This design comes from an exercise in tuning for small area on the open sky130 flow, not from production work. Only simulation tests tie the RTL to the original design; equivalence was not proved. No activity file was given, so power comes from the tool's default toggle rates.

==> inputs of job 935 <==
## regfile_sb
module regfile_sb #(
    parameter int DATA_W = 32,
    parameter int ADDR_W = 5,
    parameter int BYPASS = 1,
    parameter int V0_IDX = 2,
    parameter int A0_IDX = 4
) (
    input  logic              clk,
    input  logic              rst,
    input  logic [ADDR_W-1:0] rd_addr_a,
    output logic [DATA_W-1:0] rd_data_a,
    input  logic [ADDR_W-1:0] rd_addr_b,
    output logic [DATA_W-1:0] rd_data_b,
    input  logic              wr_en,
    input  logic [ADDR_W-1:0] wr_addr,
    input  logic [DATA_W-1:0] wr_data,
    input  logic              iss_en,
    input  logic [ADDR_W-1:0] iss_addr,
    output logic              busy_a,
    output logic              busy_b,
    output logic [DATA_W-1:0] sys_v0,
    input  logic              print_req,
    output logic [DATA_W-1:0] sys_a0,
    output logic              sys_a0_vld
);
==> module regfile_sb, before the edit <==
module regfile_sb #(
    parameter int DATA_W = 32,
    parameter int ADDR_W = 5,
    parameter int BYPASS = 1,
    parameter int V0_IDX = 2,
    parameter int A0_IDX = 4
) (
    input  logic              clk,
    input  logic              rst,
    input  logic [ADDR_W-1:0] rd_addr_a,
    output logic [DATA_W-1:0] rd_data_a,
    input  logic [ADDR_W-1:0] rd_addr_b,
    output logic [DATA_W-1:0] rd_data_b,
    input  logic              wr_en,
    input  logic [ADDR_W-1:0] wr_addr,
    input  logic [DATA_W-1:0] wr_data,
    input  logic              iss_en,
    input  logic [ADDR_W-1:0] iss_addr,
    output logic              busy_a,
    output logic              busy_b,
    output logic [DATA_W-1:0] sys_v0,
    input  logic              print_req,
    output logic [DATA_W-1:0] sys_a0,
    output logic              sys_a0_vld
);
    localparam int DEPTH = 1 << ADDR_W;
    logic [DATA_W-1:0] r_regs [1:DEPTH-1];
    logic [DEPTH-1:1]  r_pend;
    logic [DATA_W-1:0] r_sys_a0;
    logic              r_sys_a0_vld;
    logic [DEPTH-1:1]  w_we;       
    logic [DEPTH-1:1]  w_iss;      
    logic [DEPTH-1:1]  w_sel_a;    
    logic [DEPTH-1:1]  w_sel_b;
    logic              w_hit_a;
    logic              w_hit_b;
    logic [DATA_W-1:0] w_wdata;    
    always_comb begin
        for (int i = 1; i < DEPTH; i++) begin
            w_we[i]    = wr_en && (wr_addr == i[ADDR_W-1:0]);
            w_iss[i]   = iss_en && (iss_addr == i[ADDR_W-1:0]);
            w_sel_a[i] = (rd_addr_a == i[ADDR_W-1:0]) && !w_we[i];
            w_sel_b[i] = (rd_addr_b == i[ADDR_W-1:0]) && !w_we[i];
        end
    end
    assign w_hit_a = wr_en && (wr_addr == rd_addr_a) && (rd_addr_a != '0);
    assign w_hit_b = wr_en && (wr_addr == rd_addr_b) && (rd_addr_b != '0);
    assign w_wdata = rst ? '0 : wr_data;
    logic [DATA_W-1:0] w_col_a [DEPTH];    
    always_comb begin
        w_col_a[0] = wr_data;
        for (int i = 1; i < DEPTH; i++) w_col_a[i] = r_regs[i];
    end
    genvar gk;
    generate
        for (gk = 0; gk < DATA_W; gk++) begin : g_col
            logic [DEPTH-1:0] d;
            for (genvar gi = 0; gi < DEPTH; gi++) begin : g_d
                assign d[gi] = w_col_a[gi][gk];
            end
            rf_col32 u_a (.s({w_sel_a, w_hit_a}), .d(d), .y(rd_data_a[gk]));
            rf_col32 u_b (.s({w_sel_b, w_hit_b}), .d(d), .y(rd_data_b[gk]));
        end
    endgenerate
    rf_col32 u_busy_a (.s({w_sel_a, w_hit_a}), .d({r_pend, 1'b0}), .y(busy_a));
    rf_col32 u_busy_b (.s({w_sel_b, w_hit_b}), .d({r_pend, 1'b0}), .y(busy_b));
    assign sys_v0 = r_regs[V0_IDX];
    always_ff @(posedge clk) begin
        for (int i = 1; i < DEPTH; i++) begin
            if (w_we[i] || rst) begin
                r_regs[i] <= w_wdata;
            end
        end
    end
    always_ff @(posedge clk) begin
        for (int i = 1; i < DEPTH; i++) begin
            if (rst) begin
                r_pend[i] <= 1'b0;
            end else if (w_iss[i]) begin
                r_pend[i] <= 1'b1;
            end else if (w_we[i]) begin
                r_pend[i] <= 1'b0;
            end
        end
    end
    always_ff @(posedge clk) begin
        r_sys_a0_vld <= print_req && !rst;
        if (print_req || rst) begin
            r_sys_a0 <= (w_we[A0_IDX] || rst) ? w_wdata : r_regs[A0_IDX];
        end
    end
    assign sys_a0     = r_sys_a0;
    assign sys_a0_vld = r_sys_a0_vld;
endmodule
==> module rf_col32, before the edit <==
module rf_col32 (
    input  logic [31:0] s,
    input  logic [31:0] d,
    output logic        y
);
    logic [10:0] n;
    for (genvar g = 0; g < 10; g++) begin : g_aoi
        rf_aoi3 u (.s(s[3*g+2:3*g]), .d(d[3*g+2:3*g]), .y(n[g]));
    end
    rf_aoi2 u_last (.s(s[31:30]), .d(d[31:30]), .y(n[10]));
    rf_or11n u_or (.n(n), .y(y));
endmodule
==> module rf_aoi3, before the edit <==
module rf_aoi3 (
    input  logic [2:0] s,
    input  logic [2:0] d,
    output logic       y
);
    assign y = ~|(s & d);
endmodule
==> module rf_aoi2, before the edit <==
module rf_aoi2 (
    input  logic [1:0] s,
    input  logic [1:0] d,
    output logic       y
);
    assign y = ~|(s & d);
endmodule
==> module rf_or11n, before the edit <==
module rf_or11n (
    input  logic [10:0] n,
    output logic        y
);
    assign y = ~&n;
endmodule
export LEC_CHECK = 0
export CAP_MARGIN = 20
export CORE_MARGIN = 2
export CORE_UTILIZATION = 50
export SETUP_SLACK_MARGIN = 0.2
export SLEW_MARGIN = 20
export SYNTH_HIERARCHICAL = 1
create_clock -name core_clock -period 5.5 [get_ports {clk}]
standard.sh (not shown) runs the stock make flow with config.mk's settings and CLKGATE_MAP_FILE= SYNTH_SCRIPT=/design/flow/synth_recipe.tcl, a recipe that flattens the netlist after the stock synthesis.
==> flow/flow/run.sh <==
#!/bin/bash
# Standard synthesis, then the standard ORFS layout with a few extra knobs:
# plain buffers on the ports, free resizing, and a clock tree of small
# buffers with larger sink clusters and no dummy loads.
set -euo pipefail
bash standard.sh synth > synth.log 2>&1
bash standard.sh finish \
  "BUFFER_PORTS_ARGS=-buffer_cell sky130_fd_sc_hd__buf_1" \
  "MATCH_CELL_FOOTPRINT=0" \
  "CTS_ARGS=-sink_clustering_enable -repair_clock_nets -dont_use_dummy_load -sink_clustering_size 12 -sink_clustering_max_diameter 80 -buf_list {sky130_fd_sc_hd__clkbuf_8}" \
  > layout.log 2>&1
==> inputs of job 5587, as changes to job 935 <==
==> flow/design.v (replaced) <==
module regfile_sb #(
    parameter int DATA_W = 32,
    parameter int ADDR_W = 5,
    parameter int BYPASS = 1,
    parameter int V0_IDX = 2,
    parameter int A0_IDX = 4
) (
    input  logic              clk,
    input  logic              rst,
    input  logic [ADDR_W-1:0] rd_addr_a,
    output logic [DATA_W-1:0] rd_data_a,
    input  logic [ADDR_W-1:0] rd_addr_b,
    output logic [DATA_W-1:0] rd_data_b,
    input  logic              wr_en,
    input  logic [ADDR_W-1:0] wr_addr,
    input  logic [DATA_W-1:0] wr_data,
    input  logic              iss_en,
    input  logic [ADDR_W-1:0] iss_addr,
    output logic              busy_a,
    output logic              busy_b,
    output logic [DATA_W-1:0] sys_v0,
    input  logic              print_req,
    output logic [DATA_W-1:0] sys_a0,
    output logic              sys_a0_vld
);
    localparam int              DEPTH  = 1 << ADDR_W;
    localparam bit              LP_BYP = (BYPASS != 0);
    localparam logic [ADDR_W-1:0] LP_V0 = V0_IDX[ADDR_W-1:0];
    localparam logic [ADDR_W-1:0] LP_A0 = A0_IDX[ADDR_W-1:0];
    logic [DATA_W-1:0] r_regs [DEPTH];
    logic [DEPTH-1:0]  r_pend;
    logic [DATA_W-1:0] r_sys_a0;
    logic              r_sys_a0_vld;
    logic              w_wr_ok;
    logic              w_hit_a;
    logic              w_hit_b;
    logic              w_hit_a0;
    logic [DATA_W-1:0] w_a0_val;
    logic [DEPTH-1:0]  w_pend_nxt;
    assign w_wr_ok  = wr_en && (wr_addr != '0);
    assign w_hit_a  = LP_BYP && w_wr_ok && (wr_addr == rd_addr_a);
    assign w_hit_b  = LP_BYP && w_wr_ok && (wr_addr == rd_addr_b);
    assign w_hit_a0 = LP_BYP && w_wr_ok && (wr_addr == LP_A0);
    always_comb begin
        rd_data_a = '0;
        rd_data_b = '0;
        busy_a    = 1'b0;
        busy_b    = 1'b0;
        sys_v0    = '0;
        w_a0_val  = '0;
        if (rd_addr_a != '0) begin
            rd_data_a = w_hit_a ? wr_data : r_regs[rd_addr_a];
            busy_a    = w_hit_a ? 1'b0 : r_pend[rd_addr_a];
        end
        if (rd_addr_b != '0) begin
            rd_data_b = w_hit_b ? wr_data : r_regs[rd_addr_b];
            busy_b    = w_hit_b ? 1'b0 : r_pend[rd_addr_b];
        end
        if (LP_V0 != '0) begin
            sys_v0 = r_regs[LP_V0];
        end
        if (LP_A0 != '0) begin
            w_a0_val = w_hit_a0 ? wr_data : r_regs[LP_A0];
        end
    end
    always_comb begin
        w_pend_nxt = r_pend;
        if (w_wr_ok) begin
            w_pend_nxt[wr_addr] = 1'b0;
        end
        if (iss_en && (iss_addr != '0)) begin
            w_pend_nxt[iss_addr] = 1'b1;
        end
        w_pend_nxt[0] = 1'b0;
    end
    always_ff @(posedge clk) begin
        if (rst) begin
            for (int i = 0; i < DEPTH; i++) begin
                r_regs[i] <= '0;
            end
            r_pend       <= '0;
            r_sys_a0     <= '0;
            r_sys_a0_vld <= 1'b0;
        end else begin
            if (w_wr_ok) begin
                r_regs[wr_addr] <= wr_data;
            end
            r_pend       <= w_pend_nxt;
            r_sys_a0_vld <= print_req;
            if (print_req) begin
                r_sys_a0 <= w_a0_val;
            end
        end
    end
    assign sys_a0     = r_sys_a0;
    assign sys_a0_vld = r_sys_a0_vld;
endmodule
==> flow/run.sh (new file) <==
#!/bin/bash
# synth_recipe.tcl (not shown) runs the flow's synth.tcl, then flattens the netlist and writes it again
# the make line also repeats each setting of config.mk as NAME=value (left out here)
make -C /OpenROAD-flow-scripts/flow DESIGN_CONFIG=/design/flow/config.mk WORK_HOME=/design/flow/orfs CLKGATE_MAP_FILE= SYNTH_SCRIPT=/design/flow/synth_recipe.tcl finish
CORE_UTILIZATION = 40   (was 50)
SETUP_SLACK_MARGIN = unset   (was 0.2)
SYNTH_HIERARCHICAL = unset   (was 1)
removed: flow/flow/run.sh
removed: flow/standard.sh
==> inputs of job 306, as changes to job 935 <==
--- a/flow/flow/run.sh
+++ b/flow/flow/run.sh
@@ -8,4 +8,4 @@
   "BUFFER_PORTS_ARGS=-buffer_cell sky130_fd_sc_hd__buf_1" \
   "MATCH_CELL_FOOTPRINT=0" \
-  "CTS_ARGS=-sink_clustering_enable -repair_clock_nets -dont_use_dummy_load -sink_clustering_size 12 -sink_clustering_max_diameter 80 -buf_list {sky130_fd_sc_hd__clkbuf_8}" \
+  "CTS_ARGS=-sink_clustering_enable -repair_clock_nets -dont_use_dummy_load -sink_clustering_size 10 -sink_clustering_max_diameter 80 -buf_list {sky130_fd_sc_hd__clkbuf_8}" \
   > layout.log 2>&1
CORE_UTILIZATION = 62   (was 50)
SETUP_SLACK_MARGIN = unset   (was 0.2)
==> notes <==
Job 935 completed without violations. Job 5587 completed without violations. Job 306 ran to the end with violations: setup timing. Register-to-register slack: job 5587 > job 306 > job 935. Total power, lowest first: job 935, job 306, job 5587. Global-route usage: job 306 is higher than job 5587 (18 points). The highest core utilization belongs to job 306, the lowest to job 5587. Clock power: job 5587 > job 306 > job 935. The lowest die area belongs to job 306, the highest to job 5587. Against job 5587, the critical path depth of job 935 is lower by 1. Of job 5587 and job 935, job 5587 has the higher sequential cell count (gap 32). Against job 5587, the worst hold slack of job 306 is better by 0.018 ns. In job 935 the clock skew is higher than in job 306, by 0.00092 ns.

## what the ideal ports hide
The results above use ideal ports. As a check the final layouts listed here were re-extracted and re-timed, cells and wires unchanged. Step 1 sets driving cells, clkbuf_16 on the clock port and buf_2 on the other inputs (assumed; they add their load-dependent delay and slew). Step 2 also shifts input and output timing later by t, the mid clock arrival at the registers, as if the neighbouring blocks saw the same clock. Three values: ideal ports, drivers, drivers and shift; two values: the first two.
run	t, ns	setup slack, ns	worst hold slack (ns)	cell pins on the clock port's net
job 935	0.785	0.148 / 0.114 / 0.114	0.505 / 0.505 / 0.505	1
job 5587	0.824	0.040 / -0.068 / -0.068	0.483 / 0.483 / 0.483	1
job 306	0.813	-0.006 / -0.043 / -0.043	0.501 / 0.501 / 0.501	1
Met with ideal ports but missed after step 2: setup timing in job 5587. For job 5587, which loses most, drivers alone change the setup slack by -0.108 ns; drivers and shift together by -0.108 ns.
